Context: an optimization exercise on an open-source flow, tuned for small area, a short achievable clock period and few clock cycles per item. The choices shown serve that exercise and are no tape-out recipe. In this exercise RTL edits were held to simulation tests only and were not proved equivalent to the original. Power and IR drop assume default switching activity.

==> flow/design.v (excerpt) <==
module muldiv_unit #(
    parameter int XLEN       = 32,
    parameter int MUL_STAGES = 2
) (
    input  logic            clk,
    input  logic            reset,
    input  logic            flush,
    input  logic            in_valid,
    output logic            in_ready,
    input  logic [2:0]      op,
    input  logic [XLEN-1:0] operand_1,
    input  logic [XLEN-1:0] operand_2,
    output logic            out_valid,
    input  logic            out_ready,
    output logic [XLEN-1:0] result,
    output logic            zero,
    output logic            busy
);
Size in the first run: roughly 160 flip-flops, roughly 110 I/O pins, roughly 17000 sq um of cells after synthesis.
==> flow/config.mk <==
export PLATFORM = sky130hd
export DESIGN_NAME = muldiv_unit
export DESIGN_NICKNAME = muldiv_unit
export VERILOG_FILES = /design/flow/design.v
export SDC_FILE = /design/flow/constraint.sdc
export NUM_CORES = 4
export LEC_CHECK = 0
export CAP_MARGIN = 20
export CORE_MARGIN = 2
export CORE_UTILIZATION = 40
export SLEW_MARGIN = 20
==> flow/constraint.sdc <==
create_clock -name core_clock -period 11.0 [get_ports {clk}]
set_input_delay 2.2000 -clock core_clock [delete_from_list [all_inputs] [get_ports {clk}]]
set_output_delay 2.2000 -clock core_clock [all_outputs]
set_load 0.01 [all_outputs]
standard.sh (not shown) runs the stock make flow with config.mk's settings and CLKGATE_MAP_FILE= SYNTH_SCRIPT=/design/flow/synth_recipe.tcl, a recipe that flattens the netlist after the stock synthesis.
==> flow/flow/run.sh <==
#!/bin/bash
# Standard ORFS layout (the standard.sh, unchanged synthesis), with
# port buffers of a real drive strength and timing repair aimed below the
# clock period so the achieved period shrinks. Constraints are the standard flow's.
# flow/knobs.txt holds extra make variables, one per line.
set -euo pipefail
mapfile -t KNOBS < <(grep -v '^#' flow/knobs.txt | grep -v '^$')
bash standard.sh \
  "BUFFER_PORTS_ARGS=-buffer_cell sky130_fd_sc_hd__buf_4" \
  "${KNOBS[@]}" \
  finish > flow_make.log 2>&1
==> flow/flow/knobs.txt <==
SETUP_SLACK_MARGIN=7.0
TNS_END_PERCENT=10
Testbench counts at the start, summed over its fixed seeds: cycles 44,162, ops 4,800.
Then changed:
--- a/flow/flow/run.sh
+++ b/flow/flow/run.sh
@@ -7,5 +7,5 @@
 mapfile -t KNOBS < <(grep -v '^#' flow/knobs.txt | grep -v '^$')
 bash standard.sh \
-  "BUFFER_PORTS_ARGS=-buffer_cell sky130_fd_sc_hd__buf_4" \
+  "BUFFER_PORTS_ARGS=-buffer_cell sky130_fd_sc_hd__buf_2" \
   "${KNOBS[@]}" \
   finish > flow_make.log 2>&1
==> flow/flow/knobs.txt (replaced) <==
SETUP_SLACK_MARGIN=7.0
TNS_END_PERCENT=10
CTS_BUF_LIST=sky130_fd_sc_hd__clkbuf_8
The changed run completed with no timing, DRC or antenna violations.
Design area came out lower by 1.4%.
Sequential cell count stays the same.
Utilization shrinks by 0.64 points.
Register-to-register slack degrades by 0.03 ns.
Sequential share of layout area went up by 0.26 points.
Clock power decreases by 22%.
Clock skew grows by 0.0031 ns.
Die area stays the same.
Then changed:
==> flow/flow/knobs.txt (replaced) <==
SETUP_SLACK_MARGIN=6.8
TNS_END_PERCENT=10
CTS_BUF_LIST=sky130_fd_sc_hd__clkbuf_8
Settings changed: ABC_AREA set to 1.
Result: The changed run completed with no timing, DRC or antenna violations; sequential share of layout area rises by 0.77 points; total power rises by about 17%; final area falls by 3.7%; die area falls by about 0.32%; via count rises by 8.8%; flip-flop and latch count is unchanged; clock skew falls by 0.0033 ns; wire length rises by about 9%; global-route usage rises by 2.4 points; first-iteration DRC count rises by about 3.5%.
Then changed:
==> flow/flow/knobs.txt (replaced) <==
SETUP_SLACK_MARGIN=6.8
TNS_END_PERCENT=10
CTS_BUF_LIST=sky130_fd_sc_hd__clkbuf_8
CAP_MARGIN=10
SLEW_MARGIN=10
Register-to-register slack improves by 0.02 ns.
Non-clock buffer count does not change.
Power barely changes.
Combinational power is about the same.
Critical path depth stays the same.
Core utilization barely changes.

========
== beta ==
muldiv_unit again, from the RTL that the note above started with.
export LEC_CHECK = 0
export CAP_MARGIN = 20
export CORE_MARGIN = 2
export CORE_UTILIZATION = 40
export SLEW_MARGIN = 20
create_clock -name core_clock -period 11.0 [get_ports {clk}]
==> flow/flow/run.sh <==
#!/bin/bash
# Standard ORFS layout (the standard.sh, unchanged synthesis), with
# port buffers of a real drive strength and timing repair aimed below the
# clock period so the achieved period shrinks. Constraints are the standard flow's.
# flow/knobs.txt holds extra make variables, one per line.
set -euo pipefail
mapfile -t KNOBS < <(grep -v '^#' flow/knobs.txt | grep -v '^$')
bash standard.sh \
  "BUFFER_PORTS_ARGS=-buffer_cell sky130_fd_sc_hd__buf_4" \
  "${KNOBS[@]}" \
  finish > flow_make.log 2>&1
==> flow/flow/knobs.txt <==
SETUP_SLACK_MARGIN=6.8
TNS_END_PERCENT=10
CORE_UTILIZATION=55
Testbench counts of beta, summed over its fixed seeds: cycles 44,162, ops 4,800.
What epsilon does differently from beta at the input level:
==> flow/flow/knobs.txt <==
SETUP_SLACK_MARGIN=6.8
TNS_END_PERCENT=10
- In epsilon the area enclosed by the die boundary turned out about 37% higher than in beta.
- Of the two values seen for slowest cell on the critical path, sky130_fd_sc_hd__buf_4 was produced by beta and sky130_fd_sc_hd__and3b_1 by epsilon.
- epsilon finished every step from synthesis to the final layout, and the layout passed the timing, DRC and antenna checks.
- Summary — worst-case clock skew, epsilon relative to beta: lower, by 8.8 ps.
- Pin slew with the least headroom to its limit was higher in beta than in epsilon.
- Between epsilon and beta, it is epsilon whose final cell count is higher, by 181.

==> afterwards: timing with drivers on the ports <==
The flow's constraints put no driver on any port. The routed layouts listed below were extracted and timed again, unchanged, in two steps.
Step 1 (the two cells are an assumption about what drives the block):
set clk [get_ports {clk}]
set_driving_cell -lib_cell sky130_fd_sc_hd__clkbuf_16 $clk
set_driving_cell -lib_cell sky130_fd_sc_hd__buf_2 [delete_from_list [all_inputs] $clk]
Step 2 adds t to the input delays and takes it off the output delays; t is the mean of the earliest and latest rising clock arrival at the registers after step 1. Input paths then give back, and output paths get back, about the clock's delay inside the block.
a / b / c = no drivers / after step 1 / after step 2; a / b = the first two.
run | shift t [ns] | setup WS [ns] | hold slack, ns | worst setup path after step 2
the first run of note 1 | 0.526 | 6.762 / 6.729 / 6.555 | 0.502 / 0.502 / 0.502 | input to register
the second run of note 1 | 0.550 | 6.730 / 6.730 / 6.400 | 0.494 / 0.494 / 0.494 | input to register
the third run of note 1 | 0.586 | 6.664 / 6.610 / 6.238 | 0.458 / 0.458 / 0.458 | input to register
the fourth run of note 1 | 0.587 | 6.669 / 6.613 / 6.246 | 0.457 / 0.457 / 0.457 | input to register
beta | 0.521 | 6.642 / 6.585 / 6.265 | 0.501 / 0.501 / 0.501 | input to register
epsilon | 0.522 | 6.700 / 6.692 / 6.206 | 0.497 / 0.497 / 0.497 | input to register
After both steps every run listed still meets setup and hold. The setup slack of epsilon, which loses most, moves by -0.008 ns with the drivers and by -0.494 ns with both steps.
